From an optimization exercise on the open Yosys and OpenROAD flow, aimed at small area, a short achievable clock period and few clock cycles per item; shortcuts taken in it are not production practice.
RTL that was checked went through simulation tests only; none was proved equivalent to the original.

the baseline:
==> module fp_mul_sched, before the edit <==
module fp_mul_sched (
    input  logic           clk,
    input  logic           reset_n,
    input  logic [3:0]     req_valid,
    input  logic [127:0]   req_x,
    input  logic [127:0]   req_y,
    output logic [3:0]     req_ready,
    output logic           res_valid,
    input  logic           res_ready,
    output logic [1:0]     res_id,
    output logic [31:0]    res_data,
    output logic [4:0]     res_flags,
    output logic           busy
);
    localparam logic [1:0] SP_NONE = 2'd0, SP_ZERO = 2'd1, SP_NAN = 2'd2, SP_INF = 2'd3;
    logic [3:0][3:0] prio_q, prio_d;
    logic       v0_q, v1_q;       
    logic       ld1;              
    logic       hold0;            
    logic       en;               
    logic [3:0] first;            
    logic       gnt;
    assign ld1   = !v1_q || res_ready;
    assign hold0 = v0_q && !ld1;
    assign en    = !hold0;
    always_comb begin
        for (int i = 0; i < 4; i++) begin
            first[i] = req_valid[i] && !(|(req_valid & prio_q[i]));
        end
    end
    assign req_ready = first & {4{en}};
    assign gnt       = |req_ready;
    always_comb begin
        prio_d = prio_q;
        for (int g = 0; g < 4; g++) begin
            if (req_ready[g]) begin
                for (int i = 0; i < 4; i++) begin
                    for (int j = 0; j < 4; j++) begin
                        prio_d[i][j] = (j != i) && (((j - g + 3) % 4) < ((i - g + 3) % 4));
                    end
                end
            end
        end
    end
    always_ff @(posedge clk or negedge reset_n) begin
        if (!reset_n) begin
            for (int i = 0; i < 4; i++) begin
                for (int j = 0; j < 4; j++) begin
                    prio_q[i][j] <= (j < i);
                end
            end
            v0_q   <= 1'b0;
            v1_q   <= 1'b0;
        end else begin
            prio_q <= prio_d;
            v0_q   <= gnt || hold0;
            if (ld1) v1_q <= v0_q;
        end
    end
    logic [31:0] x, y;
    logic [22:0] xm0_q, ym0_q;
    logic [7:0]  xe0_q, ye0_q;
    logic [1:0]  id0_q;
    logic        sgn0_q;
    always_comb begin
        x = '0;
        y = '0;
        for (int i = 0; i < 4; i++) begin
            x = x | (req_x[32*i +: 32] & {32{req_ready[i]}});
            y = y | (req_y[32*i +: 32] & {32{req_ready[i]}});
        end
    end
    always_ff @(posedge clk) begin
        xm0_q  <= x[22:0] | (xm0_q & {23{hold0}});
        ym0_q  <= y[22:0] | (ym0_q & {23{hold0}});
        xe0_q  <= x[30:23] | (xe0_q & {8{hold0}});
        ye0_q  <= y[30:23] | (ye0_q & {8{hold0}});
        id0_q  <= {req_ready[3] | req_ready[2], req_ready[3] | req_ready[1]} | (id0_q & {2{hold0}});
        sgn0_q <= (x[31] ^ y[31]) | (sgn0_q & hold0);
    end
    logic [8:0] ec;               
    logic [8:0] es1;              
    logic [9:0] e0;
    logic       nan0, inf0, zero0;
    logic [1:0] sp0;
    assign ec[0] = 1'b1;
    for (genvar i = 0; i < 8; i++) begin : g_eadd
        assign es1[i]  = xe0_q[i] ^ ye0_q[i] ^ ec[i];
        assign ec[i+1] = (xe0_q[i] & ye0_q[i]) | (xe0_q[i] & ec[i]) | (ye0_q[i] & ec[i]);
    end
    assign es1[8] = ec[8];
    assign e0     = {es1[8:7] == 2'b00 ? 3'b111 : {1'b0, es1[8:7] - 2'd1}, es1[6:0]};
    assign zero0 = (xe0_q == 8'h00) || (ye0_q == 8'h00);
    assign nan0  = (xe0_q == 8'hFF && xm0_q != '0) || (ye0_q == 8'hFF && ym0_q != '0);
    assign inf0  = (xe0_q == 8'hFF) || (ye0_q == 8'hFF);
    assign sp0   = zero0 ? SP_ZERO : nan0 ? SP_NAN : inf0 ? SP_INF : SP_NONE;
    logic [12:0] row_s, row_c;
    logic [11:0] top;
    logic        c_lo, g_mid, p_mid;
    fp_mul_mult u_mult (
        .x_m   (xm0_q),
        .y_m   (ym0_q),
        .row_s (row_s),
        .row_c (row_c),
        .top   (top),
        .c_lo  (c_lo),
        .g_mid (g_mid),
        .p_mid (p_mid)
    );
    logic [12:0] s1_q, c1_q;      
    logic [11:0] top1_q;          
    logic        cin1_q, sgn1_q;
    logic [9:0]  e1_q;
    logic [1:0]  sp1_q, id1_q;
    always_ff @(posedge clk) begin
        if (ld1) begin
            s1_q    <= row_s;
            c1_q    <= row_c;
            top1_q  <= top;
            cin1_q  <= g_mid | (p_mid & c_lo);
            sgn1_q  <= sgn0_q;
            e1_q    <= e0;
            sp1_q   <= sp0;
            id1_q   <= id0_q;
        end
    end
    logic        cin;
    logic [14:0] sum;
    logic [24:0] p_hi;
    logic        norm;
    logic [7:0]  e_inc;
    logic        unf0, unf1, ovf0, ovf1, spec, inf_f, nan_f, zero_f;
    logic        n0, n1, pinf0, pinf1, unf, ovf;
    assign cin   = cin1_q;
    assign sum   = {1'b0, s1_q, 1'b1} + {1'b0, c1_q, cin};
    assign p_hi  = {top1_q + {11'd0, sum[14]}, sum[13:1]};
    assign norm  = p_hi[24];
    assign e_inc = e1_q[7:0] + 8'd1;
    assign unf0   = e1_q[9] || (e1_q == 10'd0);
    assign unf1   = e1_q[9];
    assign ovf0   = !e1_q[9] && (e1_q >= 10'd255);
    assign ovf1   = !e1_q[9] && (e1_q >= 10'd254);
    assign spec   = (sp1_q != SP_NONE);
    assign zero_f = (sp1_q == SP_ZERO);
    assign nan_f  = (sp1_q == SP_NAN);
    assign inf_f  = (sp1_q == SP_INF);
    assign n0     = !spec && !unf0 && !ovf0;
    assign n1     = !spec && !unf1 && !ovf1;
    assign pinf0  = nan_f || inf_f || (!spec && ovf0);
    assign pinf1  = nan_f || inf_f || (!spec && ovf1);
    assign unf    = !spec && (norm ? unf1 : unf0);
    assign ovf    = !spec && (norm ? ovf1 : ovf0);
    assign res_valid = v1_q;
    assign res_id    = id1_q;
    assign res_flags = {inf_f, nan_f, zero_f, ovf, unf};
    assign res_data  = norm ? {n1 & sgn1_q, n1 ? e_inc : {8{pinf1}}, p_hi[23:1] & {23{n1}}}
                            : {n0 & sgn1_q, n0 ? e1_q[7:0] : {8{pinf0}}, p_hi[22:0] & {23{n0}}};
    assign busy      = v0_q || v1_q;
endmodule
clock: 10.5 ns
lec_check: 0
abc_area: 1
cap_margin: 20
core_margin: 2
core_utilization: 40
cts_buf_list: sky130_fd_sc_hd__clkbuf_8
slew_margin: 20
standard.sh (not shown) runs the stock make flow with config.mk's settings and CLKGATE_MAP_FILE= SYNTH_SCRIPT=/design/flow/synth_recipe.tcl, a recipe that flattens the netlist after the stock synthesis.
==> flow/flow/run.sh <==
#!/bin/bash
# Own layout flow:
#  2. full-adder polarity pass (fapol.py), then the combinational logic between the full
#     adders and registers mapped again by ABC (resyn.tcl), then the polarity pass again;
#     full/half adders, registers, ports and tie cells are kept
#  3. the ORFS layout with tighter timing repair and the smallest buffer on the ports
# Each tool's output goes to a log file of its own in this folder.
set -euo pipefail
MARGIN=5.0
RES=orfs/results/sky130hd/fp_mul_sched_top/base
LIB=$FLOW_HOME/platforms/sky130hd/lib/sky130_fd_sc_hd__tt_025C_1v80.lib
bash standard.sh synth > synth.log 2>&1
cp $RES/1_2_yosys.v 1_2_yosys.std.v
python3 flow/fapol.py 1_2_yosys.std.v fapol1.v > fapol1.log 2>&1
FLOW_LIB_FILE=$LIB RESYN_IN=fapol1.v RESYN_OUT=resyn.v RESYN_ABC=flow/resyn.abc FLOW_TOP=$FLOW_TOP \
    yosys -c flow/resyn.tcl > resyn.log 2>&1
python3 flow/fapol.py resyn.v $RES/1_2_yosys.v > fapol2.log 2>&1
rm -f $RES/1_synth.odb $RES/1_synth.sdc
bash standard.sh "SETUP_SLACK_MARGIN=$MARGIN" \
    "BUFFER_PORTS_ARGS=-buffer_cell sky130_fd_sc_hd__buf_1" finish > layout.log 2>&1
Other scripts of this flow, unchanged in this note and not shown: flow/flow/fapol.py, flow/flow/resyn.abc, flow/flow/resyn.tcl
### the baseline -> the candidate
--- a/flow/design.v
+++ b/flow/design.v
@@ -1090,12 +1090,14 @@
     logic [7:0]  e_inc;
     logic        unf0, unf1, ovf0, ovf1, spec, inf_f, nan_f, zero_f;
     logic        n0, n1, pinf0, pinf1, unf, ovf;
     assign cin   = cin1_q;
     assign sum   = {1'b0, s1_q, 1'b1} + {1'b0, c1_q, cin};
-    assign p_hi  = {top1_q + {11'd0, sum[14]}, sum[13:1]};
-    assign norm  = p_hi[24];
+    logic [11:0] top_inc;
+    assign top_inc = top1_q + 12'd1;
+    assign p_hi  = {sum[14] ? top_inc : top1_q, sum[13:1]};
+    assign norm  = sum[14] ? top_inc[11] : top1_q[11];
     assign e_inc = e1_q[7:0] + 8'd1;
     assign unf0   = e1_q[9] || (e1_q == 10'd0);
     assign unf1   = e1_q[9];
     assign ovf0   = !e1_q[9] && (e1_q >= 10'd255);
     assign ovf1   = !e1_q[9] && (e1_q >= 10'd254);
Notes after the runs:
- The candidate | status: complete | timing, DRC, antenna: pass
- The candidate vs. the baseline: standard cell area after detailed placement moved up, mean cell area of the mapped netlist shows a reduction of 0.089 um^2, cell area after layout has decreased.
- Delta(layout multi-input combinational cell count, the candidate - the baseline) > 0
- Between the baseline and the candidate, the flow reports via count of the first global-routing pass increasing by a few percent.
Testbench counts of the candidate, summed over its fixed seeds: cycles 2,064, items 2,048.
Function not checked in the baseline: the RTL went through the layout flow alone.

========
Setup of try-garnet:
fp_mul_sched_top, a different RTL version from the one above (not shown whole).
Size in the first run: about 1,800 cells after synthesis, ~310 I/O pins, about 18,000 sq um of cells after synthesis.
==> module fp_mul_sched, before the edit <==
module fp_mul_sched (
    input  logic           clk,
    input  logic           reset_n,
    input  logic [3:0]     req_valid,
    input  logic [127:0]   req_x,
    input  logic [127:0]   req_y,
    output logic [3:0]     req_ready,
    output logic           res_valid,
    input  logic           res_ready,
    output logic [1:0]     res_id,
    output logic [31:0]    res_data,
    output logic [4:0]     res_flags,
    output logic           busy
);
    localparam logic [1:0] SP_NONE = 2'd0, SP_ZERO = 2'd1, SP_NAN = 2'd2, SP_INF = 2'd3;
    logic [3:0][3:0] before_q, before_d;
    logic [3:0][3:0] prio;        
    logic       v0_q, v1_q;       
    logic       ld1;              
    logic       hold0;            
    logic       en;               
    logic [3:0] first;            
    logic       gnt;
    assign ld1   = !v1_q || res_ready;
    assign hold0 = v0_q && !ld1;
    assign en    = !hold0;
    always_comb begin
        for (int i = 0; i < 4; i++) begin
            for (int j = 0; j < 4; j++) begin
                prio[i][j] = (j < i) ? before_q[i][j] : (j > i) ? !before_q[j][i] : 1'b0;
            end
        end
        for (int i = 0; i < 4; i++) begin
            first[i] = req_valid[i] && !(|(req_valid & prio[i]));
        end
    end
    assign req_ready = first & {4{en}};
    assign gnt       = |req_ready;
    always_comb begin
        before_d = before_q;
        for (int g = 0; g < 4; g++) begin
            if (req_ready[g]) begin
                for (int i = 0; i < 4; i++) begin
                    for (int j = 0; j < i; j++) begin
                        before_d[i][j] = ((j - g + 3) % 4) < ((i - g + 3) % 4);
                    end
                end
            end
        end
    end
    always_ff @(posedge clk or negedge reset_n) begin
        if (!reset_n) begin
            for (int i = 0; i < 4; i++) begin
                for (int j = 0; j < i; j++) begin
                    before_q[i][j] <= 1'b1;
                end
            end
            v0_q <= 1'b0;
            v1_q <= 1'b0;
        end else begin
            for (int i = 0; i < 4; i++) begin
                for (int j = 0; j < i; j++) begin
                    before_q[i][j] <= before_d[i][j];
                end
            end
            v0_q <= gnt || hold0;
            if (ld1) v1_q <= v0_q;
        end
    end
    logic [31:0] x, y;
    logic [22:0] xm0_q, ym0_q;
    logic [7:0]  xe0_q, ye0_q;
    logic [1:0]  id0_q;
    logic        sgn0_q;
    always_comb begin
        x = '0;
        y = '0;
        for (int i = 0; i < 4; i++) begin
            x = x | (req_x[32*i +: 32] & {32{req_ready[i]}});
            y = y | (req_y[32*i +: 32] & {32{req_ready[i]}});
        end
    end
    always_ff @(posedge clk) begin
        xm0_q  <= x[22:0] | (xm0_q & {23{hold0}});
        ym0_q  <= y[22:0] | (ym0_q & {23{hold0}});
        xe0_q  <= x[30:23] | (xe0_q & {8{hold0}});
        ye0_q  <= y[30:23] | (ye0_q & {8{hold0}});
        id0_q  <= {req_ready[3] | req_ready[2], req_ready[3] | req_ready[1]} | (id0_q & {2{hold0}});
        sgn0_q <= (x[31] ^ y[31]) | (sgn0_q & hold0);
    end
    logic [8:0] ec;               
    logic [8:0] es1;              
    logic [9:0] e0;
    logic       nan0, inf0, zero0;
    logic [1:0] sp0;
    assign ec[0] = 1'b1;
    for (genvar i = 0; i < 8; i++) begin : g_eadd
        assign es1[i]  = xe0_q[i] ^ ye0_q[i] ^ ec[i];
        assign ec[i+1] = (xe0_q[i] & ye0_q[i]) | (xe0_q[i] & ec[i]) | (ye0_q[i] & ec[i]);
    end
    assign es1[8] = ec[8];
    assign e0     = {es1[8:7] == 2'b00 ? 3'b111 : {1'b0, es1[8:7] - 2'd1}, es1[6:0]};
    assign zero0 = (xe0_q == 8'h00) || (ye0_q == 8'h00);
    assign nan0  = (xe0_q == 8'hFF && xm0_q != '0) || (ye0_q == 8'hFF && ym0_q != '0);
    assign inf0  = (xe0_q == 8'hFF) || (ye0_q == 8'hFF);
    assign sp0   = zero0 ? SP_ZERO : nan0 ? SP_NAN : inf0 ? SP_INF : SP_NONE;
    logic [12:0] row_s, row_c;
    logic [11:0] top;
    logic        c_lo, g_mid, p_mid;
    fp_mul_mult u_mult (
        .x_m   (xm0_q),
        .y_m   (ym0_q),
        .row_s (row_s),
        .row_c (row_c),
        .top   (top),
        .c_lo  (c_lo),
        .g_mid (g_mid),
        .p_mid (p_mid)
    );
    logic [12:0] s1_q, c1_q;      
    logic [11:0] top1_q;          
    logic        cin1_q, sgn1_q;
    logic [9:0]  e1_q;
    logic [1:0]  sp1_q, id1_q;
    always_ff @(posedge clk) begin
        if (ld1) begin
            s1_q    <= row_s;
            c1_q    <= row_c;
            top1_q  <= top;
            cin1_q  <= g_mid | (p_mid & c_lo);
            sgn1_q  <= sgn0_q;
            e1_q    <= e0;
            sp1_q   <= sp0;
            id1_q   <= id0_q;
        end
    end
    logic        cin;
    logic [14:0] sum;
    logic [24:0] p_hi;
    logic        norm;
    logic [7:0]  e_inc;
    logic        unf0, unf1, ovf0, ovf1, spec, inf_f, nan_f, zero_f;
    logic        n0, n1, pinf0, pinf1, unf, ovf;
    assign cin   = cin1_q;
    assign sum   = {1'b0, s1_q, 1'b1} + {1'b0, c1_q, cin};
    logic [11:0] top_inc;
    assign top_inc = top1_q + 12'd1;
    assign p_hi  = {sum[14] ? top_inc : top1_q, sum[13:1]};
    assign norm  = sum[14] ? top_inc[11] : top1_q[11];
    assign e_inc = e1_q[7:0] + 8'd1;
    assign unf0   = e1_q[9] || (e1_q == 10'd0);
    assign unf1   = e1_q[9];
    assign ovf0   = !e1_q[9] && (e1_q >= 10'd255);
    assign ovf1   = !e1_q[9] && (e1_q >= 10'd254);
    assign spec   = (sp1_q != SP_NONE);
    assign zero_f = (sp1_q == SP_ZERO);
    assign nan_f  = (sp1_q == SP_NAN);
    assign inf_f  = (sp1_q == SP_INF);
    assign n0     = !spec && !unf0 && !ovf0;
    assign n1     = !spec && !unf1 && !ovf1;
    assign pinf0  = nan_f || inf_f || (!spec && ovf0);
    assign pinf1  = nan_f || inf_f || (!spec && ovf1);
    assign unf    = !spec && (norm ? unf1 : unf0);
    assign ovf    = !spec && (norm ? ovf1 : ovf0);
    assign res_valid = v1_q;
    assign res_id    = id1_q;
    assign res_flags = {inf_f, nan_f, zero_f, ovf, unf};
    assign res_data  = norm ? {n1 & sgn1_q, n1 ? e_inc : {8{pinf1}}, p_hi[23:1] & {23{n1}}}
                            : {n0 & sgn1_q, n0 ? e1_q[7:0] : {8{pinf0}}, p_hi[22:0] & {23{n0}}};
    assign busy      = v0_q || v1_q;
endmodule
Settings: LEC_CHECK=0, ABC_AREA=1, CAP_MARGIN=20, CORE_MARGIN=2, CORE_UTILIZATION=40, CTS_BUF_LIST=sky130_fd_sc_hd__clkbuf_8, SLEW_MARGIN=20; clock period 10.5 ns.
==> flow/flow/run.sh <==
#!/bin/bash
# Own layout flow:
#  2. full-adder polarity pass (fapol.py), then the combinational logic between the full
#     adders and registers mapped again by ABC (resyn.tcl), then the polarity pass again;
#     full/half adders, registers, ports and tie cells are kept
#  3. the ORFS layout with tighter timing repair and the smallest buffer on the ports
# Each tool's output goes to a log file of its own in this folder.
set -euo pipefail
MARGIN=5.15
RES=orfs/results/sky130hd/fp_mul_sched_top/base
LIB=$FLOW_HOME/platforms/sky130hd/lib/sky130_fd_sc_hd__tt_025C_1v80.lib
bash standard.sh synth > synth.log 2>&1
cp $RES/1_2_yosys.v 1_2_yosys.std.v
python3 flow/fapol.py 1_2_yosys.std.v fapol1.v > fapol1.log 2>&1
FLOW_LIB_FILE=$LIB RESYN_IN=fapol1.v RESYN_OUT=resyn.v RESYN_ABC=flow/resyn.abc FLOW_TOP=$FLOW_TOP \
    yosys -c flow/resyn.tcl > resyn.log 2>&1
python3 flow/fapol.py resyn.v $RES/1_2_yosys.v > fapol2.log 2>&1
rm -f $RES/1_synth.odb $RES/1_synth.sdc
bash standard.sh "SETUP_SLACK_MARGIN=$MARGIN" \
    "BUFFER_PORTS_ARGS=-buffer_cell sky130_fd_sc_hd__buf_1" finish > layout.log 2>&1
Other scripts of this flow, unchanged in this note and not shown: flow/flow/fapol.py, flow/flow/resyn.abc, flow/flow/resyn.tcl
Relative to try-garnet, the following input files were edited for try-indigo:
diff --git a/flow/design.v b/flow/design.v
--- a/flow/design.v
+++ b/flow/design.v
@@ -970,12 +970,11 @@
     output logic [31:0]    res_data,
     output logic [4:0]     res_flags,
     output logic           busy
 );
     localparam logic [1:0] SP_NONE = 2'd0, SP_ZERO = 2'd1, SP_NAN = 2'd2, SP_INF = 2'd3;
-    logic [3:0][3:0] before_q, before_d;
-    logic [3:0][3:0] prio;        
+    logic [3:0][3:0] prio_q, prio_d;
     logic       v0_q, v1_q;       
     logic       ld1;              
     logic       hold0;            
     logic       en;               
     logic [3:0] first;            
@@ -983,48 +982,39 @@
     assign ld1   = !v1_q || res_ready;
     assign hold0 = v0_q && !ld1;
     assign en    = !hold0;
     always_comb begin
         for (int i = 0; i < 4; i++) begin
-            for (int j = 0; j < 4; j++) begin
-                prio[i][j] = (j < i) ? before_q[i][j] : (j > i) ? !before_q[j][i] : 1'b0;
-            end
-        end
-        for (int i = 0; i < 4; i++) begin
-            first[i] = req_valid[i] && !(|(req_valid & prio[i]));
+            first[i] = req_valid[i] && !(|(req_valid & prio_q[i]));
         end
     end
     assign req_ready = first & {4{en}};
     assign gnt       = |req_ready;
     always_comb begin
-        before_d = before_q;
+        prio_d = prio_q;
         for (int g = 0; g < 4; g++) begin
             if (req_ready[g]) begin
                 for (int i = 0; i < 4; i++) begin
-                    for (int j = 0; j < i; j++) begin
-                        before_d[i][j] = ((j - g + 3) % 4) < ((i - g + 3) % 4);
+                    for (int j = 0; j < 4; j++) begin
+                        prio_d[i][j] = (j != i) && (((j - g + 3) % 4) < ((i - g + 3) % 4));
                     end
                 end
             end
         end
     end
     always_ff @(posedge clk or negedge reset_n) begin
         if (!reset_n) begin
             for (int i = 0; i < 4; i++) begin
-                for (int j = 0; j < i; j++) begin
-                    before_q[i][j] <= 1'b1;
+                for (int j = 0; j < 4; j++) begin
+                    prio_q[i][j] <= (j < i);
                 end
             end
-            v0_q <= 1'b0;
-            v1_q <= 1'b0;
+            v0_q   <= 1'b0;
+            v1_q   <= 1'b0;
         end else begin
-            for (int i = 0; i < 4; i++) begin
-                for (int j = 0; j < i; j++) begin
-                    before_q[i][j] <= before_d[i][j];
-                end
-            end
-            v0_q <= gnt || hold0;
+            prio_q <= prio_d;
+            v0_q   <= gnt || hold0;
             if (ld1) v1_q <= v0_q;
         end
     end
     logic [31:0] x, y;
     logic [22:0] xm0_q, ym0_q;
[summary]
- Clock sink count, try-indigo and try-garnet: smaller value in try-garnet
- try-garnet -> try-indigo: net count after synthesis increased slightly
- try-garnet has a higher clock latency of the later-clocked register in the worst-skew pair than try-indigo.
- Looking at try-indigo and try-garnet, the number of global-route vias before repair is a wash.
- try-indigo: total routing resource utilization after global routing 0.81 points below try-garnet
- First-pass GRT wire length ends up higher on try-garnet.
Testbench counts of try-indigo, summed over its fixed seeds: cycles 2,064, items 2,048.
Only the layout flow was run in try-garnet; the RTL was not checked for function there.

[afterwards: timing with drivers on the ports]
Ports are ideal in the flow. The routed layouts listed here were re-timed in OpenROAD.
Step 1 (the two cells are an assumption about what drives the block):
set clk [get_ports {clk}]
set_driving_cell -lib_cell sky130_fd_sc_hd__clkbuf_16 $clk
set_driving_cell -lib_cell sky130_fd_sc_hd__buf_2 [delete_from_list [all_inputs] $clk]
Step 2 moves the port delays by t, midway between the first and last clock arrival at a register: inputs arrive t later, outputs are due t later. That takes back most of the time a late clock gives input paths.
Slacks: ideal / step 1 / step 2; pairs: ideal / step 1.
| run | t (ns) | slack for setup (ns) | latest minus earliest clock arrival (ns) | worst data-port slew with drivers (ns) | cell pins on the clock port's net |
|---|---|---|---|---|---|
| the baseline | 0.518 | 4.986 / 4.938 / 5.004 | 0.031 / 0.031 | 0.09 | 1 |
| the candidate | 0.539 | 5.163 / 5.135 / 5.135 | 0.032 / 0.032 | 0.07 | 1 |
| try-garnet | 0.553 | 5.151 / 5.124 / 5.124 | 0.025 / 0.025 | 0.07 | 1 |
| try-indigo | 0.525 | 5.218 / 5.168 / 5.179 | 0.020 / 0.020 | 0.10 | 1 |
After both steps every run listed still meets setup and hold. For try-indigo, which loses most, drivers alone change the setup slack by -0.050 ns; drivers and shift together by -0.039 ns.
